What follows belongs to an exercise in optimizing a design on an open flow for small area, a short achievable clock period and few clock cycles per item; a production flow would make more cautious choices.
The RTL was checked by simulation tests, not by an equivalence proof against the original design.
Power figures rest on the tool's default switching activity, not on a simulated workload.

==> flow/design.v (outline; a module is shown in full before it is edited, if it fits) <==
// module dsp_fa: 10 lines
// module dsp_ha: 9 lines
// module dsp_benc: 16 lines
// module dsp_benca: 18 lines
// module dsp_xg: 10 lines
// module dsp_pg: 11 lines
// module dsp_g: 8 lines
// module dsp_slice_top: 2363 lines
module dsp_slice_top (
    input  logic                 w_CLK,
    input  logic                 RSTALLCARRYIN,
    input  logic                 wb_cyc,
    input  logic                 wb_stb,
    input  logic [103:0]         wb_op,
    output logic                 wb_ack,
    output logic                 res_valid,
    output logic [52:0]          res,
    input  logic                 res_ready
);
  // ...
==> flow/flow/run.sh <==
#!/bin/bash
# The standard layout (standard.sh: the ORFS flow and synthesis), with
# the port buffers made of plain buffers instead of ORFS's default pick.
set -euo pipefail
export BUFFER_PORTS_ARGS="-buffer_cell sky130_fd_sc_hd__buf_2"
bash standard.sh > standard.log 2>&1
==> flow/standard.sh <==
#!/bin/bash
# synth_recipe.tcl (not shown) runs the flow's synth.tcl, then flattens the netlist and writes it again
# the make line also repeats each setting of config.mk as NAME=value (left out here)
make -C /OpenROAD-flow-scripts/flow DESIGN_CONFIG=/design/flow/config.mk WORK_HOME=/design/flow/orfs CLKGATE_MAP_FILE= SYNTH_SCRIPT=/design/flow/synth_recipe.tcl "${@:-finish}"
==> flow/config.mk <==
export PLATFORM = sky130hd
export DESIGN_NAME = dsp_slice_top
export DESIGN_NICKNAME = dsp_slice_top
export VERILOG_FILES = /design/flow/design.v
export SDC_FILE = /design/flow/constraint.sdc
export NUM_CORES = 4
export LEC_CHECK = 0
export CAP_MARGIN = 20
export CORE_MARGIN = 2
export CORE_UTILIZATION = 50
export SETUP_SLACK_MARGIN = 2.5
export SLEW_MARGIN = 20
export SYNTH_HIERARCHICAL = 1
export SYNTH_MINIMUM_KEEP_SIZE = 0
==> flow/constraint.sdc <==
create_clock -name core_clock -period 7.5 [get_ports {w_CLK}]
set_input_delay 1.5000 -clock core_clock [delete_from_list [all_inputs] [get_ports {w_CLK}]]
set_output_delay 1.5000 -clock core_clock [all_outputs]
set_load 0.01 [all_outputs]
==> summary.txt, run 1 <==
Across the routed clock network, the largest skew measured is 0.0153 ns. The I/O pin count came out at 164. Headroom to the max-slew limit came out at 39.9%.

The length of routed met2 wiring came out at 33500 um. The leading power group is combinational logic. The detailed-router iteration count before antenna repair came out at 8.

The initialized floorplan defines 80 standard-cell rows. The antenna diode instance count is 0. The non-clock buffering overhead in the final layout is 4.30%. The first global-routing pass estimated 114000 um of wire. The share of the cycle needed by the critical path after routing is 65.1%. The cell count after synthesis came out at 2131.

Per report_power, the combinational group accounts for 69.1% of the total. After routing the design area is 0.0266 mm^2. The critical path crosses 9 cells after its start point.

Traced cell by cell, the critical path runs through buf_4, nand2b_1, a21oi_2, a22oi_1, xnor2_1, fa_1, fa_1, fa_1, fa_1. Across the whole layout, multi-input logic makes up 65.2% of the cell area. Sequential cells placed in the final layout were counted as 212.

The number of H-tree levels is 1. After global routing, the most crowded layer is met2. The initial antenna violation count is 0. In this run the most critical hold path is launched from q_pz$_DFFE_PP_.

Summing internal, switching and leakage power gives 13.3 mW. STA classifies the critical path startpoint as a primary input. The flow ran to the end and the layout has no timing, DRC or antenna violations. Clock latency on the worst-skew pair, taken at its later pin, is 0.54 ns.
Testbench counts, summed over its fixed seeds: cycles 18,888, items 16,000.
==> module dsp_benca, before the edit <==
module dsp_benca (
    input  logic [1:0] x_sel,
    input  logic       sub,
    input  logic       b1,
    input  logic       b0,
    input  logic       bm,
    output logic       one,
    output logic       two,
    output logic       neg,
    output logic       sel_ab
);
    logic x_mult;
    assign x_mult = (x_sel == 2'd1);
    assign sel_ab = (x_sel == 2'd3);
    assign one = x_mult & (b0 ^ bm);
    assign two = x_mult & ((b1 & ~b0 & ~bm) | (~b1 & b0 & bm));
    assign neg = (x_mult & (b1 ^ sub)) | (sel_ab & sub);
endmodule
==> inputs of run 2 (changes only) <==
--- a/flow/design.v
+++ b/flow/design.v
@@ -83,32 +83,31 @@
 );
     logic x_mult;
     assign x_mult = (x_sel == 2'd1);
     assign one = x_mult & (b0 ^ bm);
     assign two = x_mult & ((b1 & ~b0 & ~bm) | (~b1 & b0 & bm));
     assign neg = x_mult & (b1 ^ sub);
 endmodule
 module dsp_benca (
-    input  logic [1:0] x_sel,
+    input  logic       x_mult,
+    input  logic       x_ab,
     input  logic       sub,
     input  logic       b1,
     input  logic       b0,
     input  logic       bm,
     output logic       one,
     output logic       two,
     output logic       neg,
     output logic       sel_ab
 );
-    logic x_mult;
-    assign x_mult = (x_sel == 2'd1);
-    assign sel_ab = (x_sel == 2'd3);
+    assign sel_ab = x_ab;
     assign one = x_mult & (b0 ^ bm);
     assign two = x_mult & ((b1 & ~b0 & ~bm) | (~b1 & b0 & bm));
-    assign neg = (x_mult & (b1 ^ sub)) | (sel_ab & sub);
+    assign neg = (x_mult & (b1 ^ sub)) | (x_ab & sub);
 endmodule
 module dsp_xg (
     input  logic [1:0] x_sel,
     input  logic       sub,
     input  logic [7:0] ab,
     output logic [7:0] x
 );
     logic x_ab;
@@ -963,18 +962,18 @@
     logic s682;
     logic c683;
     logic s684;
     logic c685;
     logic s686;
     logic c687;
     logic s688;
     logic c689;
-    dsp_benca u_be0 (.x_sel(x_sel), .sub(sub), .b1(b[1]), .b0(b[0]), .bm(1'b0), .one(bo0), .two(bt0), .neg(bn0), .sel_ab(bs0));
-    dsp_benca u_be0h (.x_sel(x_sel), .sub(sub), .b1(b[1]), .b0(b[0]), .bm(1'b0), .one(bo0h), .two(bt0h), .neg(bn0h), .sel_ab(bs0h));
+    dsp_benca u_be0 (.x_mult(x_mult), .x_ab(x_ab), .sub(sub), .b1(b[1]), .b0(b[0]), .bm(1'b0), .one(bo0), .two(bt0), .neg(bn0), .sel_ab(bs0));
+    dsp_benca u_be0h (.x_mult(x_mult), .x_ab(x_ab), .sub(sub), .b1(b[1]), .b0(b[0]), .bm(1'b0), .one(bo0h), .two(bt0h), .neg(bn0h), .sel_ab(bs0h));
     assign pp1 = ((bo0 & am[0]) | (bs0 & ab[0])) ^ bn0;
     assign pp2 = ((bo0 & am[1]) | (bt0 & am[0]) | (bs0 & ab[1])) ^ bn0;
     assign pp3 = ((bo0 & am[2]) | (bt0 & am[1])) ^ bn0;
     assign pp4 = ((bo0 & am[3]) | (bt0 & am[2])) ^ bn0;
     assign pp5 = ((bo0 & am[4]) | (bt0 & am[3])) ^ bn0;
     assign pp6 = ((bo0 & am[5]) | (bt0 & am[4])) ^ bn0;
     assign pp7 = ((bo0 & am[6]) | (bt0 & am[5])) ^ bn0;
     assign pp8 = ((bo0 & am[7]) | (bt0 & am[6])) ^ bn0;
@@ -994,18 +993,18 @@
     assign pp22 = ((bo0h & am[21]) | (bt0h & am[20])) ^ bn0h;
     assign pp23 = ((bo0h & am[22]) | (bt0h & am[21])) ^ bn0h;
     assign pp24 = ((bo0h & am[23]) | (bt0h & am[22])) ^ bn0h;
     assign pp25 = ((bo0h & am[24]) | (bt0h & am[23])) ^ bn0h;
     assign pp26 = ((bo0h & am[25]) | (bt0h & am[24])) ^ bn0h;
     assign pp27 = ((bo0h & am[26]) | (bt0h & am[25])) ^ bn0h;
     assign pp28 = ((bo0h & am[26]) | (bt0h & am[26])) ^ bn0h;
     assign ps29 = ~pp28;
-    dsp_benca u_be1 (.x_sel(x_sel), .sub(sub), .b1(b[3]), .b0(b[2]), .bm(b[1]), .one(bo1), .two(bt1), .neg(bn1), .sel_ab(bs1));
-    dsp_benca u_be1h (.x_sel(x_sel), .sub(sub), .b1(b[3]), .b0(b[2]), .bm(b[1]), .one(bo1h), .two(bt1h), .neg(bn1h), .sel_ab(bs1h));
+    dsp_benca u_be1 (.x_mult(x_mult), .x_ab(x_ab), .sub(sub), .b1(b[3]), .b0(b[2]), .bm(b[1]), .one(bo1), .two(bt1), .neg(bn1), .sel_ab(bs1));
+    dsp_benca u_be1h (.x_mult(x_mult), .x_ab(x_ab), .sub(sub), .b1(b[3]), .b0(b[2]), .bm(b[1]), .one(bo1h), .two(bt1h), .neg(bn1h), .sel_ab(bs1h));
     assign pp30 = ((bo1 & am[0]) | (bs1 & ab[2])) ^ bn1;
     assign pp31 = ((bo1 & am[1]) | (bt1 & am[0]) | (bs1 & ab[3])) ^ bn1;
     assign pp32 = ((bo1 & am[2]) | (bt1 & am[1])) ^ bn1;
     assign pp33 = ((bo1 & am[3]) | (bt1 & am[2])) ^ bn1;
     assign pp34 = ((bo1 & am[4]) | (bt1 & am[3])) ^ bn1;
     assign pp35 = ((bo1 & am[5]) | (bt1 & am[4])) ^ bn1;
     assign pp36 = ((bo1 & am[6]) | (bt1 & am[5])) ^ bn1;
     assign pp37 = ((bo1 & am[7]) | (bt1 & am[6])) ^ bn1;
@@ -1025,18 +1024,18 @@
     assign pp51 = ((bo1h & am[21]) | (bt1h & am[20])) ^ bn1h;
     assign pp52 = ((bo1h & am[22]) | (bt1h & am[21])) ^ bn1h;
     assign pp53 = ((bo1h & am[23]) | (bt1h & am[22])) ^ bn1h;
     assign pp54 = ((bo1h & am[24]) | (bt1h & am[23])) ^ bn1h;
     assign pp55 = ((bo1h & am[25]) | (bt1h & am[24])) ^ bn1h;
     assign pp56 = ((bo1h & am[26]) | (bt1h & am[25])) ^ bn1h;
     assign pp57 = ((bo1h & am[26]) | (bt1h & am[26])) ^ bn1h;
     assign ps58 = ~pp57;
-    dsp_benca u_be2 (.x_sel(x_sel), .sub(sub), .b1(b[5]), .b0(b[4]), .bm(b[3]), .one(bo2), .two(bt2), .neg(bn2), .sel_ab(bs2));
-    dsp_benca u_be2h (.x_sel(x_sel), .sub(sub), .b1(b[5]), .b0(b[4]), .bm(b[3]), .one(bo2h), .two(bt2h), .neg(bn2h), .sel_ab(bs2h));
+    dsp_benca u_be2 (.x_mult(x_mult), .x_ab(x_ab), .sub(sub), .b1(b[5]), .b0(b[4]), .bm(b[3]), .one(bo2), .two(bt2), .neg(bn2), .sel_ab(bs2));
+    dsp_benca u_be2h (.x_mult(x_mult), .x_ab(x_ab), .sub(sub), .b1(b[5]), .b0(b[4]), .bm(b[3]), .one(bo2h), .two(bt2h), .neg(bn2h), .sel_ab(bs2h));
     assign pp59 = ((bo2 & am[0]) | (bs2 & ab[4])) ^ bn2;
     assign pp60 = ((bo2 & am[1]) | (bt2 & am[0]) | (bs2 & ab[5])) ^ bn2;
     assign pp61 = ((bo2 & am[2]) | (bt2 & am[1])) ^ bn2;
     assign pp62 = ((bo2 & am[3]) | (bt2 & am[2])) ^ bn2;
     assign pp63 = ((bo2 & am[4]) | (bt2 & am[3])) ^ bn2;
     assign pp64 = ((bo2 & am[5]) | (bt2 & am[4])) ^ bn2;
     assign pp65 = ((bo2 & am[6]) | (bt2 & am[5])) ^ bn2;
     assign pp66 = ((bo2 & am[7]) | (bt2 & am[6])) ^ bn2;
@@ -1056,18 +1055,18 @@
     assign pp80 = ((bo2h & am[21]) | (bt2h & am[20])) ^ bn2h;
     assign pp81 = ((bo2h & am[22]) | (bt2h & am[21])) ^ bn2h;
     assign pp82 = ((bo2h & am[23]) | (bt2h & am[22])) ^ bn2h;
     assign pp83 = ((bo2h & am[24]) | (bt2h & am[23])) ^ bn2h;
     assign pp84 = ((bo2h & am[25]) | (bt2h & am[24])) ^ bn2h;
     assign pp85 = ((bo2h & am[26]) | (bt2h & am[25])) ^ bn2h;
     assign pp86 = ((bo2h & am[26]) | (bt2h & am[26])) ^ bn2h;
     assign ps87 = ~pp86;
-    dsp_benca u_be3 (.x_sel(x_sel), .sub(sub), .b1(b[7]), .b0(b[6]), .bm(b[5]), .one(bo3), .two(bt3), .neg(bn3), .sel_ab(bs3));
-    dsp_benca u_be3h (.x_sel(x_sel), .sub(sub), .b1(b[7]), .b0(b[6]), .bm(b[5]), .one(bo3h), .two(bt3h), .neg(bn3h), .sel_ab(bs3h));
+    dsp_benca u_be3 (.x_mult(x_mult), .x_ab(x_ab), .sub(sub), .b1(b[7]), .b0(b[6]), .bm(b[5]), .one(bo3), .two(bt3), .neg(bn3), .sel_ab(bs3));
+    dsp_benca u_be3h (.x_mult(x_mult), .x_ab(x_ab), .sub(sub), .b1(b[7]), .b0(b[6]), .bm(b[5]), .one(bo3h), .two(bt3h), .neg(bn3h), .sel_ab(bs3h));
     assign pp88 = ((bo3 & am[0]) | (bs3 & ab[6])) ^ bn3;
     assign pp89 = ((bo3 & am[1]) | (bt3 & am[0]) | (bs3 & ab[7])) ^ bn3;
     assign pp90 = ((bo3 & am[2]) | (bt3 & am[1])) ^ bn3;
     assign pp91 = ((bo3 & am[3]) | (bt3 & am[2])) ^ bn3;
     assign pp92 = ((bo3 & am[4]) | (bt3 & am[3])) ^ bn3;
     assign pp93 = ((bo3 & am[5]) | (bt3 & am[4])) ^ bn3;
     assign pp94 = ((bo3 & am[6]) | (bt3 & am[5])) ^ bn3;
     assign pp95 = ((bo3 & am[7]) | (bt3 & am[6])) ^ bn3;
@@ -1087,18 +1086,18 @@
     assign pp109 = ((bo3h & am[21]) | (bt3h & am[20])) ^ bn3h;
     assign pp110 = ((bo3h & am[22]) | (bt3h & am[21])) ^ bn3h;
     assign pp111 = ((bo3h & am[23]) | (bt3h & am[22])) ^ bn3h;
     assign pp112 = ((bo3h & am[24]) | (bt3h & am[23])) ^ bn3h;
     assign pp113 = ((bo3h & am[25]) | (bt3h & am[24])) ^ bn3h;
     assign pp114 = ((bo3h & am[26]) | (bt3h & am[25])) ^ bn3h;
     assign pp115 = ((bo3h & am[26]) | (bt3h & am[26])) ^ bn3h;
     assign ps116 = ~pp115;
-    dsp_benca u_be4 (.x_sel(x_sel), .sub(sub), .b1(b[9]), .b0(b[8]), .bm(b[7]), .one(bo4), .two(bt4), .neg(bn4), .sel_ab(bs4));
-    dsp_benca u_be4h (.x_sel(x_sel), .sub(sub), .b1(b[9]), .b0(b[8]), .bm(b[7]), .one(bo4h), .two(bt4h), .neg(bn4h), .sel_ab(bs4h));
+    dsp_benca u_be4 (.x_mult(x_mult), .x_ab(x_ab), .sub(sub), .b1(b[9]), .b0(b[8]), .bm(b[7]), .one(bo4), .two(bt4), .neg(bn4), .sel_ab(bs4));
+    dsp_benca u_be4h (.x_mult(x_mult), .x_ab(x_ab), .sub(sub), .b1(b[9]), .b0(b[8]), .bm(b[7]), .one(bo4h), .two(bt4h), .neg(bn4h), .sel_ab(bs4h));
     assign pp117 = ((bo4 & am[0]) | (bs4 & ab[8])) ^ bn4;
     assign pp118 = ((bo4 & am[1]) | (bt4 & am[0]) | (bs4 & ab[9])) ^ bn4;
     assign pp119 = ((bo4 & am[2]) | (bt4 & am[1])) ^ bn4;
     assign pp120 = ((bo4 & am[3]) | (bt4 & am[2])) ^ bn4;
     assign pp121 = ((bo4 & am[4]) | (bt4 & am[3])) ^ bn4;
     assign pp122 = ((bo4 & am[5]) | (bt4 & am[4])) ^ bn4;
     assign pp123 = ((bo4 & am[6]) | (bt4 & am[5])) ^ bn4;
     assign pp124 = ((bo4 & am[7]) | (bt4 & am[6])) ^ bn4;
@@ -1118,18 +1117,18 @@
     assign pp138 = ((bo4h & am[21]) | (bt4h & am[20])) ^ bn4h;
     assign pp139 = ((bo4h & am[22]) | (bt4h & am[21])) ^ bn4h;
     assign pp140 = ((bo4h & am[23]) | (bt4h & am[22])) ^ bn4h;
     assign pp141 = ((bo4h & am[24]) | (bt4h & am[23])) ^ bn4h;
     assign pp142 = ((bo4h & am[25]) | (bt4h & am[24])) ^ bn4h;
     assign pp143 = ((bo4h & am[26]) | (bt4h & am[25])) ^ bn4h;
     assign pp144 = ((bo4h & am[26]) | (bt4h & am[26])) ^ bn4h;
     assign ps145 = ~pp144;
-    dsp_benca u_be5 (.x_sel(x_sel), .sub(sub), .b1(b[11]), .b0(b[10]), .bm(b[9]), .one(bo5), .two(bt5), .neg(bn5), .sel_ab(bs5));
-    dsp_benca u_be5h (.x_sel(x_sel), .sub(sub), .b1(b[11]), .b0(b[10]), .bm(b[9]), .one(bo5h), .two(bt5h), .neg(bn5h), .sel_ab(bs5h));
+    dsp_benca u_be5 (.x_mult(x_mult), .x_ab(x_ab), .sub(sub), .b1(b[11]), .b0(b[10]), .bm(b[9]), .one(bo5), .two(bt5), .neg(bn5), .sel_ab(bs5));
+    dsp_benca u_be5h (.x_mult(x_mult), .x_ab(x_ab), .sub(sub), .b1(b[11]), .b0(b[10]), .bm(b[9]), .one(bo5h), .two(bt5h), .neg(bn5h), .sel_ab(bs5h));
     assign pp146 = ((bo5 & am[0]) | (bs5 & ab[10])) ^ bn5;
     assign pp147 = ((bo5 & am[1]) | (bt5 & am[0]) | (bs5 & ab[11])) ^ bn5;
     assign pp148 = ((bo5 & am[2]) | (bt5 & am[1])) ^ bn5;
     assign pp149 = ((bo5 & am[3]) | (bt5 & am[2])) ^ bn5;
     assign pp150 = ((bo5 & am[4]) | (bt5 & am[3])) ^ bn5;
     assign pp151 = ((bo5 & am[5]) | (bt5 & am[4])) ^ bn5;
     assign pp152 = ((bo5 & am[6]) | (bt5 & am[5])) ^ bn5;
     assign pp153 = ((bo5 & am[7]) | (bt5 & am[6])) ^ bn5;
@@ -1149,18 +1148,18 @@
     assign pp167 = ((bo5h & am[21]) | (bt5h & am[20])) ^ bn5h;
     assign pp168 = ((bo5h & am[22]) | (bt5h & am[21])) ^ bn5h;
     assign pp169 = ((bo5h & am[23]) | (bt5h & am[22])) ^ bn5h;
     assign pp170 = ((bo5h & am[24]) | (bt5h & am[23])) ^ bn5h;
     assign pp171 = ((bo5h & am[25]) | (bt5h & am[24])) ^ bn5h;
     assign pp172 = ((bo5h & am[26]) | (bt5h & am[25])) ^ bn5h;
     assign pp173 = ((bo5h & am[26]) | (bt5h & am[26])) ^ bn5h;
     assign ps174 = ~pp173;
-    dsp_benca u_be6 (.x_sel(x_sel), .sub(sub), .b1(b[13]), .b0(b[12]), .bm(b[11]), .one(bo6), .two(bt6), .neg(bn6), .sel_ab(bs6));
-    dsp_benca u_be6h (.x_sel(x_sel), .sub(sub), .b1(b[13]), .b0(b[12]), .bm(b[11]), .one(bo6h), .two(bt6h), .neg(bn6h), .sel_ab(bs6h));
+    dsp_benca u_be6 (.x_mult(x_mult), .x_ab(x_ab), .sub(sub), .b1(b[13]), .b0(b[12]), .bm(b[11]), .one(bo6), .two(bt6), .neg(bn6), .sel_ab(bs6));
+    dsp_benca u_be6h (.x_mult(x_mult), .x_ab(x_ab), .sub(sub), .b1(b[13]), .b0(b[12]), .bm(b[11]), .one(bo6h), .two(bt6h), .neg(bn6h), .sel_ab(bs6h));
     assign pp175 = ((bo6 & am[0]) | (bs6 & ab[12])) ^ bn6;
     assign pp176 = ((bo6 & am[1]) | (bt6 & am[0]) | (bs6 & ab[13])) ^ bn6;
     assign pp177 = ((bo6 & am[2]) | (bt6 & am[1])) ^ bn6;
     assign pp178 = ((bo6 & am[3]) | (bt6 & am[2])) ^ bn6;
     assign pp179 = ((bo6 & am[4]) | (bt6 & am[3])) ^ bn6;
     assign pp180 = ((bo6 & am[5]) | (bt6 & am[4])) ^ bn6;
     assign pp181 = ((bo6 & am[6]) | (bt6 & am[5])) ^ bn6;
     assign pp182 = ((bo6 & am[7]) | (bt6 & am[6])) ^ bn6;
@@ -1180,18 +1179,18 @@
     assign pp196 = ((bo6h & am[21]) | (bt6h & am[20])) ^ bn6h;
     assign pp197 = ((bo6h & am[22]) | (bt6h & am[21])) ^ bn6h;
     assign pp198 = ((bo6h & am[23]) | (bt6h & am[22])) ^ bn6h;
     assign pp199 = ((bo6h & am[24]) | (bt6h & am[23])) ^ bn6h;
     assign pp200 = ((bo6h & am[25]) | (bt6h & am[24])) ^ bn6h;
     assign pp201 = ((bo6h & am[26]) | (bt6h & am[25])) ^ bn6h;
     assign pp202 = ((bo6h & am[26]) | (bt6h & am[26])) ^ bn6h;
     assign ps203 = ~pp202;
-    dsp_benca u_be7 (.x_sel(x_sel), .sub(sub), .b1(b[15]), .b0(b[14]), .bm(b[13]), .one(bo7), .two(bt7), .neg(bn7), .sel_ab(bs7));
-    dsp_benca u_be7h (.x_sel(x_sel), .sub(sub), .b1(b[15]), .b0(b[14]), .bm(b[13]), .one(bo7h), .two(bt7h), .neg(bn7h), .sel_ab(bs7h));
+    dsp_benca u_be7 (.x_mult(x_mult), .x_ab(x_ab), .sub(sub), .b1(b[15]), .b0(b[14]), .bm(b[13]), .one(bo7), .two(bt7), .neg(bn7), .sel_ab(bs7));
+    dsp_benca u_be7h (.x_mult(x_mult), .x_ab(x_ab), .sub(sub), .b1(b[15]), .b0(b[14]), .bm(b[13]), .one(bo7h), .two(bt7h), .neg(bn7h), .sel_ab(bs7h));
     assign pp204 = ((bo7 & am[0]) | (bs7 & ab[14])) ^ bn7;
     assign pp205 = ((bo7 & am[1]) | (bt7 & am[0]) | (bs7 & ab[15])) ^ bn7;
     assign pp206 = ((bo7 & am[2]) | (bt7 & am[1])) ^ bn7;
     assign pp207 = ((bo7 & am[3]) | (bt7 & am[2])) ^ bn7;
     assign pp208 = ((bo7 & am[4]) | (bt7 & am[3])) ^ bn7;
     assign pp209 = ((bo7 & am[5]) | (bt7 & am[4])) ^ bn7;
     assign pp210 = ((bo7 & am[6]) | (bt7 & am[5])) ^ bn7;
     assign pp211 = ((bo7 & am[7]) | (bt7 & am[6])) ^ bn7;
@@ -1211,18 +1210,18 @@
     assign pp225 = ((bo7h & am[21]) | (bt7h & am[20])) ^ bn7h;
     assign pp226 = ((bo7h & am[22]) | (bt7h & am[21])) ^ bn7h;
     assign pp227 = ((bo7h & am[23]) | (bt7h & am[22])) ^ bn7h;
     assign pp228 = ((bo7h & am[24]) | (bt7h & am[23])) ^ bn7h;
     assign pp229 = ((bo7h & am[25]) | (bt7h & am[24])) ^ bn7h;
     assign pp230 = ((bo7h & am[26]) | (bt7h & am[25])) ^ bn7h;
     assign pp231 = ((bo7h & am[26]) | (bt7h & am[26])) ^ bn7h;
     assign ps232 = ~pp231;
-    dsp_benca u_be8 (.x_sel(x_sel), .sub(sub), .b1(b[17]), .b0(b[16]), .bm(b[15]), .one(bo8), .two(bt8), .neg(bn8), .sel_ab(bs8));
-    dsp_benca u_be8h (.x_sel(x_sel), .sub(sub), .b1(b[17]), .b0(b[16]), .bm(b[15]), .one(bo8h), .two(bt8h), .neg(bn8h), .sel_ab(bs8h));
+    dsp_benca u_be8 (.x_mult(x_mult), .x_ab(x_ab), .sub(sub), .b1(b[17]), .b0(b[16]), .bm(b[15]), .one(bo8), .two(bt8), .neg(bn8), .sel_ab(bs8));
+    dsp_benca u_be8h (.x_mult(x_mult), .x_ab(x_ab), .sub(sub), .b1(b[17]), .b0(b[16]), .bm(b[15]), .one(bo8h), .two(bt8h), .neg(bn8h), .sel_ab(bs8h));
     assign pp233 = ((bo8 & am[0]) | (bs8 & ab[16])) ^ bn8;
     assign pp234 = ((bo8 & am[1]) | (bt8 & am[0]) | (bs8 & ab[17])) ^ bn8;
     assign pp235 = ((bo8 & am[2]) | (bt8 & am[1]) | (bs8 & ab[18])) ^ bn8;
     assign pp236 = ((bo8 & am[3]) | (bt8 & am[2]) | (bs8 & ab[19])) ^ bn8;
     assign pp237 = ((bo8 & am[4]) | (bt8 & am[3]) | (bs8 & ab[20])) ^ bn8;
     assign pp238 = ((bo8 & am[5]) | (bt8 & am[4]) | (bs8 & ab[21])) ^ bn8;
     assign pp239 = ((bo8 & am[6]) | (bt8 & am[5]) | (bs8 & ab[22])) ^ bn8;
     assign pp240 = ((bo8 & am[7]) | (bt8 & am[6]) | (bs8 & ab[23])) ^ bn8;
==> flow/config.mk (replaced) <==
export PLATFORM = sky130hd
export DESIGN_NAME = dsp_slice_top
export DESIGN_NICKNAME = dsp_slice_top
export VERILOG_FILES = /design/flow/design.v
export SDC_FILE = /design/flow/constraint.sdc
export NUM_CORES = 4
export LEC_CHECK = 0
export CAP_MARGIN = 20
export CORE_MARGIN = 2
export CORE_UTILIZATION = 50
export SETUP_SLACK_MARGIN = 2.7
export SLEW_MARGIN = 20
export SYNTH_HIERARCHICAL = 1
export SYNTH_MINIMUM_KEEP_SIZE = 0
==> run 2 against run 1 <==
Net effect:
- combinational power grew 9.8%
- setup slack gained 0.11 ns
- flip-flop and latch count is the same
- global-route usage grew 1.1 points
- die area shrank 0.29%
==> summary.txt, run 2 <==
The I/O pin count came to 164 (unchanged). The average detailed-routed wire length per instance is 28.4 um. Buffers inserted during clock tree synthesis total 24. In this run the deepest clock path goes through 3 buffers. The number of cells in the design after placement is 2689. TritonCTS built the clock tree.

A synthesized cell averages 11.7 um^2. The clock insertion delay at the later pin of the skew report came out at 0.55 ns (about the same). During synthesis, Yosys emitted a total of 7 warnings. The worst-case hold slack is 0.553 ns. The vias per cell is 6.47. The sequential cell fraction of total power came out at 20.2%. For this design the total switching power over the nets is 6.41 mW. Leaving out fill and tap cells, the most frequent cell in the layout is fa_1. The slowest stage cell on the critical path is fa_1. For this block, the routed nets add up to 78700 um of wire. The cell family contributing the most delay on the critical path is adder cells. The final-report max-slew violation count is 0. The number of standard cells after synthesis is 2076 (-2.6%).

The number of buffers and inverters on the critical path is 1. The remaining global-route overflow came out at 0. The antenna diode instance count was 0 (unchanged).

The largest voltage drop on the vdd net came out at 323 uV. The die is 225 um wide. The count of buffers added on input and output ports is 163. The initial utilization of the core area, before any placement, comes to 50.8%. The floorplan core area came out at 0.0479 mm^2. The area added between synthesis and finish is 12.6%. The portion of total power attributed to the clock network came out at 8.5%. The largest net degree at the start of global routing came out at 82. The number of H-tree levels came out at 1 (unchanged). The max capacitance violation total came out at 0.

Summed over all nets, the half-perimeter wirelength after detailed placement is 54300 um. The number of placement rows is 80 (unchanged). The post-layout instance count excluding filler cells is 2775. The setup path with the least slack is of type in -> reg. The data arrival at the endpoint of the critical path is 5.07 ns. In the routed design, unresolved DRC markers number 0.

The share of the cycle needed by the critical path after routing is 63.6% (-1.5 points). The accumulated negative setup slack is 0 ns. The internal portion of the total power is 7.77 mW. For this run, the slowest stage of the critical path takes 0.52 ns. The initial antenna violation count is 2 (+2). The worst hold-check path type is reg -> reg. The count of antenna-violating nets left after detailed routing is 0.

The last weighted congestion value of the routability-driven placer is 0.978. The final count of hold timing violations is 0. The leakage power is 11.7 nW. The net total in the final layout came out at 2656. The cell repeated most along the worst path is fa_1. The via count of the routed design came out at 17900. The tree is rooted in a clkbuf_16. STA classifies the critical path startpoint as a primary input. The smallest setup slack after layout is 2.73 ns. In the layout the commonest cells are fa_1 (310), xnor2_1 (293), a22oi_1 (226). The global-route wire length before repair came out at 117000 um (+2.7%).

The maximum clock frequency came out at 0.210 GHz. The fraction of layout cells with a size suffix above 1 is 17.4%. The share of power burned in combinational logic is 71.3% (+2.2 points).

The detailed-router iteration count before antenna repair is 8 (unchanged). Setup repair after global routing could not meet its margin everywhere. The run finished with no timing, DRC or antenna violations.

The count of hold-fix buffers inserted at cts is 0. For this block, the initial DRC count from the detailed router was 2367. The largest registers in the layout are q0 x50, q1 x50. The worst slack at placement came out at 1.52 ns. The number of global-route vias before repair is 18200. The clock skew after layout is 0.0163 ns (+0.00107 ns). The switching share of power came out at 45.2%.

The netlist area before placement came out at 0.0243 mm^2. The required arrival time at the worst endpoint came out at 7.79 ns. The die height came out at 225 um.

Setup violations remaining at the end of the flow were counted as 0. The maximum net fanout on the critical path is 14. The minimum period implied by the final worst setup slack is 4.77 ns. The floorplan die area is 0.0505 mm^2.

For this design the ratio of total power to cell area is 517 mW/mm^2. The clock net sink count is 212. Global routing consumed, over all layers together, 31.1% of the routing resources. The post-route total power is 14.2 mW (+6.5%). The actual slew at the worst max-slew pin came out at 1.05 ns.

Walking the worst path, the cells encountered are clkbuf_4, nor2b_4, and2_1, a222oi_1, xnor2_1, fa_1, fa_1, fa_1, fa_1. The clock transition at the register clock pins on the worst setup and hold paths after CTS came out at 0.07 ns. The worst-case headroom to the max-slew limit came out at 30.1% (-9.8 points).

STA classifies the critical path endpoint as a register.
-- run 2: routing by layer --
layer | vias to the layer above | GRT usage [%] | wire (um)
li1 | 7555 | - | -
met5 | - | 0 | 22
met4 | 4 | 10.2 | 2720
met3 | 149 | 5.13 | 7380
met1 | 9199 | 44.9 | 33500
met2 | 1038 | 47.9 | 35100
-- run 2: final timing paths --
check | from | to | slack, ns | cells past startpoint
max reg2reg | q_sub$_DFFE_PP_ | co_q$_DFFE_PP_ | 2.80 | 18
min reg2reg | q_pz$_DFFE_PP_ | pbdp_q$_DFFE_PP_ | 0.55 | 1
min | q_pz$_DFFE_PP_ | pbdp_q$_DFFE_PP_ | 0.55 | 1
max | wb_op[6] | q0[30]$_DFFE_PP_ | 2.73 | 9
-- run 2: power by group through the flow --
| stage | Clock [mW] | Sequential, mW | Combinational [mW] |
|---|---|---|---|
| 6_report | 1.20 | 2.87 | 10.1 |
| 5_1_grt | 1.26 | 2.89 | 11.1 |
| 4_1_cts | 1.22 | 2.86 | 9.02 |
| 3_5_place_dp | 0 | 2.89 | 8.90 |
| 3_3_place_gp | 0 | 2.89 | 8.69 |
| 2_1_floorplan | 0 | 2.65 | 6.49 |
-- run 2: final cells by class --
class	instances	area, um^2
sequential	212	6340
clock buffer	26	629
tap	615	769
clock inverter	18	161
inverter	46	173
fill	4043	20500
multi-input combinational	1636	17900
timing repair buffer	222	1490
-- run 2: repair_timing --
action | CTS | global route
cloned | 6 | 0
endpoints found under the setup margin | 71 | 47
resized for setup | 45 | 81
endpoints found under the hold margin | 0 | 0
buffers inserted | 24 | 11
pin swaps | 1 | 18
-- run 2: stage by stage --
stage / cell area (um^2) / util, %
after floorplan: 24500 / -
after global placement: 25400 / 53.0
after detailed placement: 25400 / 53.0
after CTS: 26700 / 55.7
after global routing: 27400 / 57.2
final: 27400 / 57.2
-- run 2: worst register-to-register path, stage by stage (launching register included) --
cell and delay, ns:
edfxtp_1 0.40, buf_4 0.18, bufbuf_16 0.31, xor2_1 0.18
a21o_1 0.21, fa_1 0.39, fa_1 0.42, fa_1 0.57
ha_4 0.22, a21o_1 0.18, a21o_1 0.21, a21o_1 0.20
a21o_1 0.18, a21o_1 0.18, a21o_1 0.19, a21o_1 0.17
xnor2_1 0.12, nand2_1 0.08, o21ai_2 0.07
Testbench counts of run 2, summed over its fixed seeds: cycles 18,888, items 16,000.
==> inputs of run 3 (changes only) <==
--- a/flow/config.mk
+++ b/flow/config.mk
@@ -9,5 +9,6 @@
 export CORE_MARGIN = 2
 export CORE_UTILIZATION = 50
-export SETUP_SLACK_MARGIN = 2.7
+export PLACE_DENSITY = 0.75
+export SETUP_SLACK_MARGIN = 2.5
 export SLEW_MARGIN = 20
 export SYNTH_HIERARCHICAL = 1
==> run 3 against run 2 <==
Net effect:
- still clean
- largest cell class unchanged
- core utilization decreased by 1.8 points
- flip-flop and latch count stayed put
- combinational power fell by 9.5%
- critical path type unchanged
==> summary.txt, run 3 <==
The run finished with no timing, DRC or antenna violations. The largest registers in the layout are q0 x50, q1 x50. The initial antenna violation count is 0 (-2). The Yosys warning count is 7 (unchanged).

The kind of end point of the critical path is a register. The number of H-tree levels is 1 (unchanged). The clock transition at the register clock pins on the worst setup and hold paths after CTS came out at 0.06 ns (about the same).

The netlist area before placement is 0.0243 mm^2 (unchanged). The sequential cell fraction of total power came out at 21.5% (+1.3 points). The clock insertion delay at the later pin of the skew report came to 0.54 ns (about the same).

The fraction of layout cells with a size suffix above 1 came out at 13.4% (-4.0 points). The switching share of power is 45.4% (+0.21 points). The final count of hold timing violations came out at 0 (unchanged).

The detailed-router iteration count before antenna repair came to 9 (+1). The cell that appears most often on the critical path is fa_1. The initial standard-cell utilization of the core came out at 50.8% (unchanged). The library cell used most frequently in the layout, excluding fill and tap cells, is fa_1.

Setup repair after global routing left no endpoint under its margin. The number of fill cells is 3992 (-1.3%). The TritonCTS buffer count was 24 (unchanged).

The count of hold-fix buffers inserted at cts came out at 0 (unchanged). The remaining global-route overflow came out at 0 (unchanged). The post-route total power is 13.3 mW (-5.9%). TritonCTS built the clock tree. The via count of the routed design was 17900 (-0.36%).

The floorplan die area was 0.0505 mm^2 (unchanged). The leakage power came out at 11.5 nW (-1.9%). The number of standard cells after synthesis came to 2076 (unchanged). The minimum period implied by the final worst setup slack is 4.90 ns (+0.130 ns). The delay of the slowest critical-path stage is 0.55 ns (+0.03 ns). The total wire length came out at 74500 um (-5.4%). The maximum clock frequency is 0.204 GHz (-2.7%). The actual slew at the worst max-slew pin is 0.986 ns (-0.0630 ns). The die height came out at 225 um (unchanged). The worst setup path is of the in -> reg kind. The number of placement rows came out at 80 (unchanged). Relative to the synthesized area, the layout overhead comes to 9.04%.

The number of buffers on the longest clock path is 3 (unchanged). The count of antenna-violating nets left after detailed routing is 0 (unchanged). Leaving out fill and tap cells, the most frequent cells in the layout are fa_1 (324), xnor2_1 (294), a22oi_1 (226). The cell-internal power is 7.28 mW (-6.2%). The area used by sequential logic in the layout is 0.00634 mm^2 (unchanged). The I/O pin count is 164 (unchanged). The final core area utilization came to 55.4% (-1.8 points).

The largest individual stage delay along the critical path comes from the cell fa_1. The vias per cell was 6.51 (+0.62%). The power per unit of standard cell area came out at 503 mW/mm^2 (-2.8%). The total of endpoints with negative setup slack in the final report is 0 (unchanged). The max capacitance violation total came out at 0 (unchanged). The antenna diode instance count is 0 (unchanged).

The portion of total power attributed to the clock network is 10.1% (+1.6 points). The count of buffers inserted at the top-level ports came out at 163 (unchanged). The worst-case headroom to the max-slew limit is 34.3% (+4.2 points). The average detailed-routed wire length per instance came out at 27.1 um (-4.5%).

The multi-input combinational cell area is 0.0172 mm^2 (-3.4%). The placed wire-length estimate came to 54300 um (about the same). The number of buffers and inverters on the critical path is 2 (+1).

The total global-route track usage came out at 29.4% (-1.7 points). The worst hold-check path type is reg -> reg. The largest net degree at the start of global routing is 89 (+8.5%). The maximum net fanout on the critical path came out at 45 (+31). The critical path startpoint category is a primary input.

The floorplan die width is 225 um (unchanged). The floorplan core area came to 0.0479 mm^2 (unchanged). The global-route wire length before repair came to 112000 um (-3.8%).

The final-report max-slew violation count came out at 0 (unchanged). The required arrival time at the worst endpoint came to 7.76 ns (-0.03 ns). The total DRC errors in the routed layout came to 0 (unchanged). The clock skew after layout is 0.0115 ns (-0.00482 ns). The data arrival at the endpoint of the critical path was 5.16 ns (+0.09 ns). The root buffer cell chosen for the clock tree is clkbuf_16. On the critical path the largest part of the delay comes from adder cells. The accumulated negative setup slack came out at 0 ns (unchanged). The share of power burned in combinational logic came to 68.5% (-2.8 points). The clock net sink count is 212 (unchanged). The last weighted congestion value of the routability-driven placer is 0.939 (-4.0%). The switching power summed over all nets is 6.07 mW (-5.4%). The critical path goes through buf_2, nor2b_4, buf_12, a21boi_4, a22oi_1, xnor2_1, fa_1, fa_1, fa_1, fa_1. The net total in the final layout came out at 2630 (-0.98%). The post-synthesis average cell area is 11.7 um^2 (unchanged). The share of the cycle needed by the critical path after routing was 65.4% (+1.7 points).

The largest voltage drop on the vdd net is 332 uV (+2.9%). The initial DRC count is 2583 (+9.1%). The number of global-route vias before repair came out at 18200 (+0.13%).
==> run 3: per-stage QoR <==
| step | instances | setup slack, ns | cell area, um^2 | hold slack (ns) |
|---|---|---|---|---|
| after floorplan | 2081 | 2.48 | 24500 | 0.468 |
| after global placement | 2698 | 1.74 | 25500 | 0.539 |
| after detailed placement | 2698 | 1.64 | 25500 | 0.542 |
| after CTS | 2746 | 2.51 | 26400 | 0.551 |
| after global routing | 2748 | 2.51 | 26500 | 0.579 |
| final | 2748 | 2.60 | 26500 | 0.548 |
==> run 3: path summary, 6_finish.rpt <==
kind	end	cells past startpoint	slack, ns	startpoint
worst min register to register	pbdp_q$_DFFE_PP_	1	0.55	q_pz$_DFFE_PP_
worst max register to register	co_q$_DFFE_PP_	17	2.69	q_sub$_DFFE_PP_
worst min-delay path	pbdp_q$_DFFE_PP_	1	0.55	q_pz$_DFFE_PP_
worst max-delay path	q1[33]$_DFFE_PP_	10	2.60	wb_op[6]
==> run 3: layout make-up <==
cell class	count	area share [%]
well taps	615	2.90
multi-input cells	1634	65.0
clock inverters	15	0.971
repair buffers	198	4.23
inverters	46	0.651
clock buffers	28	2.40
flip-flops and latches	212	23.9
==> run 3: timing repair <==
action / CTS / global route
resized for setup: 19 / 25
setup endpoints to repair: 61 / 45
setup buffers: 5 / 2
==> run 3: power by group through the flow <==
stage          clock network, mW  registers (mW)  logic, mW
2_1_floorplan                  0            2.65       6.48
3_3_place_gp                   0            2.87       8.58
3_5_place_dp                   0            2.88       8.92
4_1_cts                     1.37            2.86       8.99
5_1_grt                     1.40            2.89       10.0
6_report                    1.35            2.87       9.14
==> run 3: layer usage <==
layer | vias up | wire length [um] | GRT usage [%]
met3 | 163 | 8110 | 6.34
met4 | 0 | 3140 | 10.9
met2 | 1182 | 33300 | 45.6
met1 | 9044 | 29900 | 40.7
li1 | 7492 | - | -
met5 | - | 0 | 0
==> inputs of run 4 (changes only) <==
--- a/flow/config.mk
+++ b/flow/config.mk
@@ -9,5 +9,6 @@
 export CORE_MARGIN = 2
 export CORE_UTILIZATION = 50
-export PLACE_DENSITY = 0.75
+export CTS_BUF_LIST = sky130_fd_sc_hd__clkbuf_8
+export CTS_CLUSTER_SIZE = 40
 export SETUP_SLACK_MARGIN = 2.5
 export SLEW_MARGIN = 20
==> run 4 against run 3 <==
Net effect:
- clock skew is 0.011 ns higher
- synthesized area stayed put
- sequential share of layout area is 0.099 points higher
- core utilization is 0.23 points lower
- routed wire length is 3.5% higher
- via count is 1.7% lower
- flip-flop and latch count stayed put
- clock power is 19% lower
- first-iteration DRC count is 20% lower
- register-to-register slack worse by 0.03 ns
- count of clock-buffer cells in the layout is 13 higher
- combinational power is 2% lower
- critical endpoint is now q1[28]$_DFFE_PP_
- largest power group unchanged
- highest routed layer unchanged
==> summary.txt, run 4 <==
The post-layout instance count excluding filler cells is 2776 (+1.0%). The final-report max-slew violation count came out at 0 (unchanged). STA classifies the critical path startpoint as a primary input.

The final core area utilization is 55.1% (-0.23 points). The run finished with no timing, DRC or antenna violations. The minimum period implied by the final worst setup slack came to 4.92 ns (+0.0146 ns). The final count of hold timing violations came out at 0 (unchanged). The net total in the final layout came to 2647 (+0.65%). The initial standard-cell utilization of the core is 50.8% (unchanged).

The last weighted congestion value of the routability-driven placer is 0.993 (+5.8%). The count of buffers inserted at the top-level ports is 163 (unchanged). The met1 track demand over resource is 44.4% (+3.7 points). In this run the most used layer during global routing was met2. The clock skew after layout is 0.0222 ns (+0.0106 ns). The accumulated negative setup slack is 0 ns (unchanged). The maximum net fanout on the critical path came out at 14 (-69%). The detailed-router iteration count before antenna repair came out at 10 (+1). The largest net degree at the start of global routing is 92 (+3.4%).

The max capacitance violation total is 0 (unchanged). The total DRC errors in the routed layout is 0 (unchanged). The power per unit of standard cell area came out at 491 mW/mm^2 (-2.4%). The worst-case headroom to the max-slew limit is 41.0% (+6.7 points). The I/O pin count is 164 (unchanged). The maximum clock frequency came out at 0.203 GHz (-0.30%).

By startpoint and endpoint, the worst setup path is classified as in -> reg. The worst hold-check path type is reg -> reg. The count of antenna-violating nets left after detailed routing is 0 (unchanged). The number of standard cells after synthesis is 2076 (unchanged).

The clock net sink count came out at 212 (unchanged). The total wire length is 77100 um (+3.5%). The via count of the routed design came out at 17600 (-1.7%). The netlist area before placement is 0.0243 mm^2 (unchanged).

The number of buffers on the longest clock path came out at 3 (unchanged). The worst setup path is captured at a register. The floorplan die area came out at 0.0505 mm^2 (unchanged). The global-route wire length before repair came out at 115000 um (+3.0%). The placed wire-length estimate is 55200 um (+1.7%). The global routing usage on met2 is 47.3% (+1.8 points). The average detailed-routed wire length per instance is 27.8 um (+2.5%).

The largest voltage drop on the vdd net is 257 uV (-23%). The worst slack at placement came to 1.51 ns (-0.130 ns). The number of global-route vias before repair came out at 18000 (-1.1%).

The number of H-tree levels came out at 2 (+1). The total of endpoints with negative setup slack in the final report came out at 0 (unchanged). CTS placed an instance of clkbuf_8 at the clock tree root. The leakage power came out at 11.5 nW (+0.28%). The floorplan die width came out at 225 um (unchanged). The initial DRC count is 2057 (-20%). The worst-case hold slack was 0.553 ns (+0.00529 ns). The Yosys warning count came out at 7 (unchanged). The fraction of met3 tracks used by global routing came out at 5.43% (-0.90 points). The remaining global-route overflow was 0 (unchanged). The die height is 225 um (unchanged). The number of cells in the design after placement came to 2696 (-0.074%).

The post-detailed-placement cell area came out at 0.0254 mm^2 (-0.11%). In the layout the commonest cells are fa_1 (326), xnor2_1 (294), a22oi_1 (226). The clock insertion delay at the later pin of the skew report is 0.55 ns (about the same). The floorplan core area is 0.0479 mm^2 (unchanged). The largest registers in the layout are q0 x50, q1 x50. The vias per cell is 6.33 (-2.7%). The TritonCTS buffer count came out at 38 (+58%). Leaving out fill and tap cells, the most frequent cell in the layout is fa_1.

The data arrival at the endpoint of the critical path came out at 5.20 ns (+0.04 ns). The number of placement rows came out at 80 (unchanged). The initial antenna violation count is 1 (+1). The clock transition at the register clock pins on the worst setup and hold paths after CTS is 0.06 ns (about the same).

The post-synthesis average cell area was 11.7 um^2 (unchanged). The fraction of layout cells with a size suffix above 1 came out at 13.9% (+0.53 points). The smallest setup slack after layout is 2.58 ns (-0.0146 ns). The post-route total power came out at 13.0 mW (-2.8%). TritonCTS built the clock tree. The area growth from synthesis to layout is 8.59%.

The share of the cycle needed by the critical path after routing is 65.5% (+0.19 points). The required arrival time at the worst endpoint was 7.79 ns (+0.03 ns). The actual slew at the worst max-slew pin is 0.886 ns (-0.100 ns). The area of all placed cells without fillers is 0.0264 mm^2 (-0.41%). Setup repair after global routing could not meet its margin everywhere. The total global-route track usage came out at 30.6% (+1.3 points).
-- run 4: final timing paths --
| check | start | endpoint | slack, ns | depth (start not counted) |
|---|---|---|---|---|
| min reg2reg | q_pz$_DFFE_PP_ | pbdp_q$_DFFE_PP_ | 0.55 | 1 |
| max | wb_op[6] | q1[28]$_DFFE_PP_ | 2.58 | 11 |
| min | q_pz$_DFFE_PP_ | pbdp_q$_DFFE_PP_ | 0.55 | 1 |
| max reg2reg | q_sub$_DFFE_PP_ | co_q$_DFFE_PP_ | 2.66 | 16 |
-- run 4: repair_timing --
item,in CTS,in global routing
pin swaps,0,1
endpoints found under the setup margin,54,50
gates resized for setup,21,22
hold buffers,0,0
setup buffers,5,4
gates cloned,2,1
-- run 4: layer usage --
metal	vias up	wire length, um
met4	0	2290
met5	-	0
li1	7532	-
met3	108	7760
met2	1006	34200
met1	8935	32800
-- run 4: report_power, final --
group | switching (mW) | internal, mW | leakage, nW
clock network | 0.511 | 0.576 | 0.414
registers | 0.537 | 2.34 | 2.21
logic | 4.92 | 4.08 | 8.87
total | 5.97 | 7.00 | 11.5
-- run 4: layout make-up --
cell class / instances / area, um^2
Antenna cell: 1 / 2.50
Clock buffer: 41 / 564
Clock inverter: 26 / 174
Fill cell: 4172 / 21500
Inverter: 46 / 173
Multi-Input combinational cell: 1636 / 17300
Sequential cell: 212 / 6340
Tap cell: 615 / 769
Timing Repair Buffer: 199 / 1150
-- run 4: worst max-delay path, cell delays in order --
cell     delay, ns
buf_2         0.21
nor2b_4       0.20
buf_12        0.15
buf_4         0.20
and2_1        0.47
a22oi_1       0.19
xnor2_1       0.37
fa_1          0.48
fa_1          0.46
fa_1          0.52
fa_1          0.42
==> inputs of run 5 (changes only) <==
--- a/flow/config.mk
+++ b/flow/config.mk
@@ -9,7 +9,5 @@
 export CORE_MARGIN = 2
 export CORE_UTILIZATION = 50
-export CTS_BUF_LIST = sky130_fd_sc_hd__clkbuf_8
-export CTS_CLUSTER_SIZE = 40
-export SETUP_SLACK_MARGIN = 2.5
+export SETUP_SLACK_MARGIN = 2.3
 export SLEW_MARGIN = 20
 export SYNTH_HIERARCHICAL = 1
==> run 5 against run 4 <==
Net effect:
- largest cell class unchanged
- final cell count shrank 0.97%
- clock power rose by about 10%
- still clean on timing, DRC and antenna
- highest routed layer unchanged
- synthesized area unchanged
- critical path type unchanged
==> summary.txt, run 5 <==
The number of H-tree levels is 1 (-1). The max capacitance violation total came out at 0 (unchanged). The remaining global-route overflow was 0 (unchanged). The total wire length came out at 75600 um (-1.9%). The top cell types in the final layout, fill and taps aside, are fa_1 (326), xnor2_1 (294), a22oi_1 (226). The fraction of layout cells with a size suffix above 1 came to 12.6% (-1.4 points).

The floorplan core area is 0.0479 mm^2 (unchanged). The required arrival time at the worst endpoint came out at 7.78 ns (about the same). The count of buffers inserted at the top-level ports came out at 163 (unchanged).

The area added between synthesis and finish is 8.20%. The worst setup path endpoint is q1[24]$_DFFE_PP_. STA classifies the critical path endpoint as a register.

The actual slew at the worst max-slew pin came out at 1.01 ns (+0.120 ns). The delay of the slowest critical-path stage is 0.77 ns (+0.25 ns). The origin of the critical flop-to-flop path is q_xp$_DFFE_PP_. The maximum net fanout on the critical path came out at 19 (+5).

The TritonCTS buffer count came out at 24 (-37%). The number of buffers on the longest clock path is 3 (unchanged). The placed wire-length estimate came to 55100 um (-0.17%). The accumulated negative setup slack came out at 0 ns (unchanged).

The met1 track demand over resource is 44.0% (-0.44 points). The number of standard cells after synthesis came out at 2076 (unchanged). The floorplan die area came out at 0.0505 mm^2 (unchanged). The area of all placed cells without fillers is 0.0263 mm^2 (-0.35%). The I/O pin count is 164 (unchanged).

The net total in the final layout came to 2631 (-0.60%). The clock transition at the register clock pins on the worst setup and hold paths after CTS was 0.06 ns (about the same). The total global-route track usage was 30.0% (-0.68 points). The most common library cell in the layout ignoring fill and taps is fa_1. The worst setup path is launched from a primary input. The post-detailed-placement cell area is 0.0255 mm^2 (+0.14%).

The die height was 225 um (unchanged). The endpoint of the lowest-slack register-to-register path is co_q$_DFFE_PP_. The clock skew after layout is 0.0118 ns (-0.0104 ns).

The number of global-route vias before repair is 17700 (-1.7%). The floorplan die width came out at 225 um (unchanged). The vias per cell came out at 6.37 (+0.59%).

The leakage power is 11.4 nW (-0.78%). The tree is rooted in a clkbuf_16. The path class of the tightest hold or removal check is reg -> reg. The multi-input combinational cell area came out at 0.0172 mm^2 (-0.57%). The total DRC errors in the routed layout came out at 0 (unchanged). The count of hold-fix buffers inserted at cts was 0 (unchanged).

The minimum period implied by the final worst setup slack is 5.14 ns (+0.220 ns). The fraction of met3 tracks used by global routing came to 5.02% (-0.42 points). TritonCTS built the clock tree.

The data arrival at the endpoint of the critical path is 5.41 ns (+0.21 ns). The setup slack of the worst register-to-register path was 2.46 ns (-0.20 ns). The global routing usage on met2 is 46.8% (-0.58 points). The run finished with no timing, DRC or antenna violations. The global-route wire length before repair came out at 114000 um (-1.6%).

The initial standard-cell utilization of the core came out at 50.8% (unchanged). The final count of hold timing violations came out at 0 (unchanged). The worst-case headroom to the max-slew limit is 33.0% (-8.0 points).

The largest registers in the layout are q0 x50, q1 x50. The signal on the critical path passes through buf_2, nor2b_4, buf_4, a22o_1, xnor2_1, fa_1, fa_1, fa_1, fa_1. The total of endpoints with negative setup slack in the final report is 0 (unchanged). The largest net degree at the start of global routing is 96 (+4.3%). The start-to-end type of the worst setup path is in -> reg. The last weighted congestion value of the routability-driven placer was 0.955 (-3.8%).

The post-synthesis average cell area is 11.7 um^2 (unchanged). The global routing stage identified its most utilized layer as met2. The initial antenna violation count is 0 (-1). The count of antenna-violating nets left after detailed routing came out at 0 (unchanged). The startpoint of the most critical setup path is wb_op[6]. The average detailed-routed wire length per instance was 27.5 um (-0.97%). The antenna diode instance count came out at 0 (-1). The Yosys warning count is 7 (unchanged). The clock net sink count is 212 (unchanged). The power per unit of standard cell area is 495 mW/mm^2 (+0.86%). The final-report max-slew violation count came to 0 (unchanged).

The via count of the routed design is 17500 (-0.39%). The largest voltage drop on the vdd net came to 294 uV (+14%). The detailed-router iteration count before antenna repair is 13 (+3). The number of fill cells is 4150 (-0.53%).

The number of placement rows is 80 (unchanged). Counting stages on the worst path, the most repeated cell is fa_1. Setup repair after global routing left no endpoint under its margin.

The clock insertion delay at the later pin of the skew report was 0.54 ns (about the same). The netlist area before placement is 0.0243 mm^2 (unchanged). The share of the cycle needed by the critical path after routing is 68.5% (+2.9 points). The depth of the worst register-to-register path was 16 (unchanged). The maximum clock frequency is 0.195 GHz (-4.3%). The area used by sequential logic in the layout came out at 0.00634 mm^2 (unchanged). The slowest stage of the critical path belongs to the cell a22o_1. The initial DRC count was 2261 (+9.9%).
==> run 5: changes by cell type in the layout (fill, tap and decap cells not counted), sizes merged <==
cell | before | now
clkinv | 10 | 3
clkbuf | 42 | 36
inv | 57 | 46
and2 | 113 | 112
clkinvlp | 3 | 2
buf | 197 | 198
diode | 1 | 0
bufbuf | 1 | 0
==> run 5: worst min-delay path by stage <==
stage,start,slack (ns),cells after the start,end
4_1_cts,q_pz$_DFFE_PP_,0.55,1,pbdp_q$_DFFE_PP_
6_report,q_pz$_DFFE_PP_,0.55,1,pbdp_q$_DFFE_PP_
2_1_floorplan,first_q$_SDFFE_PP1P_,0.47,0,q_pz$_DFFE_PP_
5_1_grt,q_pz$_DFFE_PP_,0.58,1,pbdp_q$_DFFE_PP_
3_5_place_dp,q_pz$_DFFE_PP_,0.54,1,pbdp_q$_DFFE_PP_
3_3_place_gp,q_pz$_DFFE_PP_,0.54,1,pdp_q$_DFFE_PP_
==> run 5: stage by stage <==
step	setup slack, ns	hold slack [ns]	std cells	total power [mW]	utilization, %
3_5_place_dp	1.64	0.539	2702	11.7	53.1
2_1_floorplan	2.34	0.468	2081	9.13	-
5_1_grt	2.31	0.582	2749	14.1	54.9
4_1_cts	2.27	0.554	2748	13.0	54.8
3_3_place_gp	1.46	0.541	2702	11.5	53.1
6_report	2.36	0.553	2749	13.0	54.9
==> run 5: routing by layer <==
metal | vias up | share of wire [%]
met2 | 1011 | 45
li1 | 7498 | -
met3 | 102 | 9.8
met5 | - | 0
met4 | 0 | 2.4
met1 | 8902 | 43
==> run 5: timing repair <==
action / CTS / global route
pin swaps: 0 / 0
gates cloned: 0 / 1
setup endpoints to repair: 9 / 44
buffers inserted: 3 / 0
resized for setup: 7 / 17
==> run 5: final cells by class <==
cell class,instances,share of cell area [%]
multi-input combinational,1635,65.2
sequential,212,24.1
timing repair buffer,198,4.19
tap,615,2.92
clock buffer,36,2.68
inverter,46,0.656
clock inverter,7,0.337
==> run 5: worst max-delay path: cells and delay by family <==
family / cells / cell delay [ns]
xor+xnor: 1 / 0.24
buf+inv: 2 / 0.47
fa+ha+maj: 4 / 1.99
compound gates: 1 / 0.77
simple gates: 1 / 0.42
==> run 5: report_power, final <==
part / internal [mW] / total, mW / leakage (nW) / switching [mW]
logic: 4.07 / 8.95 / 8.81 / 4.89
registers: 2.34 / 2.88 / 2.21 / 0.541
clock network: 0.717 / 1.20 / 0.383 / 0.480
==> inputs of run 6 (changes only) <==
--- a/flow/config.mk
+++ b/flow/config.mk
@@ -9,5 +9,5 @@
 export CORE_MARGIN = 2
 export CORE_UTILIZATION = 50
-export SETUP_SLACK_MARGIN = 2.3
+export SETUP_SLACK_MARGIN = 2.5
 export SLEW_MARGIN = 20
 export SYNTH_HIERARCHICAL = 1
==> run 6 against run 5 <==
Net effect:
- count of clock-buffer cells in the layout fell by 11
- critical endpoint is now q1[28]$_DFFE_PP_
- largest cell class unchanged
- sequential share of layout area is 0.26 points lower
- clock skew down 0.0029 ns
- first-iteration DRC count decreased by 4.9%
- critical path type unchanged
- critical path depth increased by 2
==> summary.txt, run 6 <==
TritonCTS built the clock tree. The tightest min-delay check is of the reg -> reg type. The final core area utilization came to 55.5% (+0.61 points).

The multi-input combinational cell area came to 0.0173 mm^2 (+0.62%). In the final layout, the registers with the most flip-flops are q0 x50, q1 x50. The destination of the worst hold path is pbdp_q$_DFFE_PP_. Compared with the post-synthesis result, the final layout area differs by 9.40%. The max capacitance violation total came out at 0 (unchanged). The worst-case hold slack was 0.553 ns (-0.000216 ns). The depth of the worst register-to-register path is 16 (unchanged). The total of endpoints with negative setup slack in the final report came out at 0 (unchanged). The smallest setup slack after layout is 2.63 ns (+0.270 ns). The leakage power was 11.5 nW (+1.2%). The minimum period implied by the final worst setup slack is 4.87 ns (-0.270 ns). The total wire length is 77100 um (+2.0%). The post-synthesis average cell area came out at 11.7 um^2 (unchanged). The fraction of layout cells with a size suffix above 1 is 13.6% (+1.0 points). The kind of end point of the critical path is a register. The average detailed-routed wire length per instance is 28.0 um (+1.8%). The number of fill cells is 4147 (-0.072%).

The initial antenna violation count came to 0 (unchanged). The floorplan core area was 0.0479 mm^2 (unchanged). The total global-route track usage was 30.2% (+0.21 points). The required arrival time at the worst endpoint is 7.77 ns (about the same). The clock skew after layout came out at 0.00889 ns (-0.00291 ns). The actual slew at the worst max-slew pin came out at 0.897 ns (-0.108 ns).

The clock insertion delay at the later pin of the skew report came to 0.54 ns (about the same). The number of placement rows came out at 80 (unchanged). The worst-case headroom to the max-slew limit is 40.2% (+7.2 points). The worst register-to-register path ends at co_q$_DFFE_PP_. The data arrival at the endpoint of the critical path was 5.14 ns (-0.27 ns). The net total in the final layout is 2638 (+0.27%).

The power per unit of standard cell area came out at 498 mW/mm^2 (+0.61%). The count of hold-fix buffers inserted at cts came out at 0 (unchanged). The initial standard-cell utilization of the core is 50.8% (unchanged).

The via count of the routed design came out at 17500 (-0.10%). The antenna diode instance count is 0 (unchanged). The number of buffers on the longest clock path was 3 (unchanged). The netlist area before placement is 0.0243 mm^2 (unchanged). The most common library cell in the layout ignoring fill and taps is fa_1. The count of cells along the worst hold path is 1 (unchanged). The largest net degree at the start of global routing came out at 99 (+3.1%). The final-report max-slew violation count came to 0 (unchanged). The number of cells in the design after placement was 2696 (-0.22%). The detailed-router iteration count before antenna repair is 10 (-3).

The floorplan die area was 0.0505 mm^2 (unchanged). The post-detailed-placement cell area came out at 0.0254 mm^2 (-0.14%). The last weighted congestion value of the routability-driven placer is 0.993 (+4.0%). The critical path startpoint category is a primary input. The clock transition at the register clock pins on the worst setup and hold paths after CTS is 0.06 ns (about the same). The tree is rooted in a clkbuf_16. The clock net sink count came out at 212 (unchanged).

The run finished with no timing, DRC or antenna violations. The count of buffers inserted at the top-level ports is 163 (unchanged). The setup slack of the worst register-to-register path is 2.70 ns (+0.24 ns).

The number of standard cells after synthesis is 2076 (unchanged). The initial DRC count came out at 2151 (-4.9%). The maximum clock frequency came out at 0.205 GHz (+5.6%). The worst hold path begins at q_pz$_DFFE_PP_. The post-layout instance count excluding filler cells came out at 2755 (+0.22%). The area used by sequential logic in the layout came to 0.00634 mm^2 (unchanged).

The floorplan die width came to 225 um (unchanged). The maximum net fanout on the critical path is 14 (-5). The area of all placed cells without fillers came out at 0.0266 mm^2 (+1.1%). The die height came out at 225 um (unchanged). The accumulated negative setup slack was 0 ns (unchanged). The number of H-tree levels is 1 (unchanged).

The worst slack at placement came out at 1.51 ns (-0.128 ns). The top cell types in the final layout, fill and taps aside, are fa_1 (326), xnor2_1 (294), a22oi_1 (226). The number of global-route vias before repair is 17900 (+0.82%).

The remaining global-route overflow is 0 (unchanged). The TritonCTS buffer count came to 24 (unchanged). The largest voltage drop on the vdd net came out at 314 uV (+7.0%). The I/O pin count is 164 (unchanged). The setup path with the least slack is of type in -> reg. The vias per cell is 6.35 (-0.32%). The share of the cycle needed by the critical path after routing came out at 64.9% (-3.6 points).

The global-route wire length before repair came out at 113000 um (-0.16%). The post-route total power came to 13.3 mW (+1.7%). The placed wire-length estimate is 55200 um (+0.17%). The total DRC errors in the routed layout came to 0 (unchanged). The count of antenna-violating nets left after detailed routing came out at 0 (unchanged). The Yosys warning count came out at 7 (unchanged).

Setup repair after global routing could not meet its margin everywhere. The final count of hold timing violations is 0 (unchanged). The startpoint identified for the worst register-to-register timing path is q_zp$_DFFE_PP_.
==> run 6: cell types whose count changed in the layout (fill, tap and decap cells not counted), sizes merged <==
| cell | before | now |
|---|---|---|
| buf | 198 | 202 |
| bufinv | 2 | 8 |
| clkinvlp | 2 | 1 |
| clkbuf | 36 | 27 |
| and2 | 112 | 113 |
| clkinv | 3 | 8 |
==> run 6: routing by layer <==
metal / up-vias / wire (um) / GRT usage, %
met5: - / 0 / 0
met1: 8892 / 32700 / 43.0
li1: 7508 / - / -
met2: 963 / 33600 / 45.7
met4: 0 / 2850 / 10.3
met3: 132 / 7920 / 6.74
==> run 6: cell type report <==
| cell class | count | area share (%) |
|---|---|---|
| Clock buffer | 25 | 2.35 |
| Timing Repair Buffer | 204 | 4.40 |
| Inverter | 46 | 0.648 |
| Clock inverter | 17 | 1.08 |
| Multi-Input combinational cell | 1636 | 64.8 |
| Sequential cell | 212 | 23.8 |
| Tap cell | 615 | 2.89 |
==> run 6: critical path: stages <==
cell     delay, ns
buf_2         0.20
nor2b_4       0.20
buf_12        0.15
buf_4         0.20
and2_1        0.45
a22oi_1       0.19
xnor2_1       0.36
fa_1          0.47
fa_1          0.46
fa_1          0.52
fa_1          0.42
==> run 6: worst max-delay path by stage <==
| stage | slack [ns] | endpoint | startpoint |
|---|---|---|---|
| final | 2.63 | q1[28]$_DFFE_PP_ | wb_op[6] |
| after CTS | 2.50 | co_q$_DFFE_PP_ | q_sub$_DFFE_PP_ |
| after detailed placement | 1.51 | q0[30]$_DFFE_PP_ | wb_op[6] |
| after global routing | 2.48 | q1[29]$_DFFE_PP_ | wb_op[6] |
| after floorplan | 2.48 | q1[17]$_DFFE_PP_ | wb_op[6] |
| after global placement | 1.57 | q0[30]$_DFFE_PP_ | wb_op[6] |
==> run 6: where the power goes <==
group	internal (mW)	switching (mW)
logic	4.07	4.92
clock network	0.876	0.502
registers	2.34	0.541
total	7.29	5.96
==> run 6: what timing repair did <==
item	4_1_cts	5_1_grt
gates cloned	1	3
pin swaps	0	1
buffers inserted	5	8
endpoints found under the setup margin	54	45
resized for setup	24	21
==> inputs of run 7 (changes only) <==
==> flow/flow/run.sh (replaced) <==
#!/bin/bash
# The standard layout (standard.sh: the ORFS flow and synthesis), with
# the port buffers made of plain buffers instead of ORFS's default pick.
set -euo pipefail
export BUFFER_PORTS_ARGS="-buffer_cell sky130_fd_sc_hd__buf_1"
bash standard.sh > standard.log 2>&1
==> run 7 against run 6 <==
Net effect:
- still clean on timing, DRC and antenna
- via count increased by 0.62%
- synthesized cell count did not move
- total power fell by 1.7%
- setup slack got worse by 0.064 ns
- synthesized area unchanged
- flip-flop and latch count unchanged
- register-to-register slack about the same
- core utilization about the same
- combinational power is 0.4% higher
- routed wire length fell by 2.2%
- die area unchanged
- first-iteration DRC count up 0.42%
- critical endpoint is now q1[31]$_DFFE_PP_
- largest power group unchanged
- highest routed layer unchanged
==> summary.txt, run 7 <==
The run finished with no timing, DRC or antenna violations. The setup slack of the worst register-to-register path is 2.70 ns (about the same). In the layout the commonest cells are fa_1 (326), xnor2_1 (293), a22oi_1 (226). The largest voltage drop on the vdd net came out at 293 uV (-6.8%). The number of cells in the design after placement is 2711 (+0.56%). The TritonCTS buffer count was 23 (-4.2%). The die height came to 225 um (unchanged). The maximum clock frequency is 0.203 GHz (-1.3%). The total DRC errors in the routed layout is 0 (unchanged). The final count of hold timing violations is 0 (unchanged).

The post-layout instance count excluding filler cells came out at 2778 (+0.83%). The count of buffers inserted at the top-level ports is 163 (unchanged). The area added between synthesis and finish came out at 9.30% (about the same). The accumulated negative setup slack came out at 0 ns (unchanged). The total of endpoints with negative setup slack in the final report is 0 (unchanged). The remaining global-route overflow is 0 (unchanged). The kind of end point of the critical path is a register. The depth of the worst register-to-register path came out at 19 (+3). The max capacitance violation total came out at 0 (unchanged). The floorplan die area came to 0.0505 mm^2 (unchanged). Setup repair after global routing left no endpoint under its margin. The start-to-end type of the worst setup path is in -> reg. The switching power summed over all nets is 6.00 mW (+0.60%). The netlist area before placement is 0.0243 mm^2 (unchanged). The detailed-router iteration count before antenna repair came out at 7 (-3).

The cell-internal power is 7.04 mW (-3.5%). The clock transition at the register clock pins on the worst setup and hold paths after CTS is 0.06 ns (about the same). The number of global-route vias before repair was 17800 (-0.26%). The actual slew at the worst max-slew pin is 1.15 ns (+0.254 ns). The largest registers in the layout are q0 x50, q1 x50. The count of antenna-violating nets left after detailed routing came to 0 (unchanged). The total global-route track usage came out at 30.1% (-0.072 points). The final-report max-slew violation count was 0 (unchanged). The worst hold path begins at q_pz$_DFFE_PP_. The destination of the worst hold path is pbdp_q$_DFFE_PP_.

The I/O pin count is 164 (unchanged). The worst-case headroom to the max-slew limit came out at 23.2% (-17 points). The vias per cell was 6.34 (-0.21%).

The power per unit of standard cell area is 490 mW/mm^2 (-1.6%). The share of power burned in combinational logic came out at 69.3% (+1.4 points). The clock skew after layout is 0.0111 ns (+0.00218 ns). The count of cells along the worst hold path came to 1 (unchanged).

The final core area utilization is 55.5% (about the same). The critical path startpoint category is a primary input. The number of buffers on the longest clock path came out at 3 (unchanged). The placed wire-length estimate came out at 54900 um (-0.63%).

The global-route wire length before repair is 114000 um (+0.75%). Leaving out fill and tap cells, the most frequent cell in the layout is fa_1. The count of hold-fix buffers inserted at cts was 0 (unchanged).
-- run 7: critical path, stage by stage --
cell and delay (ns):
buf_1 0.06, buf_4 0.20, or3b_1 0.38, a21boi_2 0.65, a222oi_1 0.26, xnor2_1 0.26
fa_1 0.47, fa_1 0.39, fa_1 0.51, fa_1 0.47
-- run 7: repair_timing --
| action | CTS | global route |
|---|---|---|
| gates resized for setup | 43 | 15 |
| gates cloned | 1 | 0 |
| setup buffers | 9 | 15 |
| setup endpoints to repair | 48 | 45 |
-- run 7: area by class of cell --
cell class / count / area (um^2)
Clock inverter: 16 / 150
Timing Repair Buffer: 230 / 1310
Multi-Input combinational cell: 1635 / 17300
Inverter: 46 / 173
Sequential cell: 212 / 6340
Tap cell: 615 / 769
Fill cell: 4165 / 21300
Clock buffer: 24 / 579
-- run 7: stage by stage --
step	setup WS [ns]	cell area (um^2)	hold slack, ns	power, mW
after floorplan	2.48	24500	0.468	9.13
after global placement	1.54	25300	0.543	11.6
after detailed placement	1.54	25400	0.543	11.8
after CTS	2.50	26400	0.552	13.0
after global routing	2.53	26600	0.563	14.1
final	2.57	26600	0.551	13.0
-- run 7: worst max path at each step --
stage / to / cells after the start
after floorplan: q1[17]$_DFFE_PP_ / 9
after global placement: q1[17]$_DFFE_PP_ / 9
after detailed placement: q1[21]$_DFFE_PP_ / 9
after CTS: q1[21]$_DFFE_PP_ / 10
after global routing: q1[19]$_DFFE_PP_ / 9
final: q1[31]$_DFFE_PP_ / 10
-- run 7: power by group through the flow --
stage	Combinational [mW]	Sequential [mW]	Clock, mW
6_report	9.04	2.87	1.12
5_1_grt	10.0	2.90	1.19
4_1_cts	8.98	2.88	1.15
3_5_place_dp	8.90	2.90	0
3_3_place_gp	8.67	2.90	0
2_1_floorplan	6.48	2.65	0
-- run 7: metal layers --
metal  part of all wire (%)  GRT usage, %  wire length [um]  up-vias
met3                    9.2          4.38              6940       97
met5                      0             0                 0        -
met4                    2.6          7.20              1930        0
met2                     45          46.7             34000      910
li1                       -             -                 -     7547
met1                     43          44.7             32600     9050

Setup slack of run 7, layout unchanged: 2.570 ns with ideal ports, 2.601 ns with driving cells assumed (clock clkbuf_16, inputs buf_2), 2.029 ns with port delays also shifted by the 0.572 ns mid clock arrival.
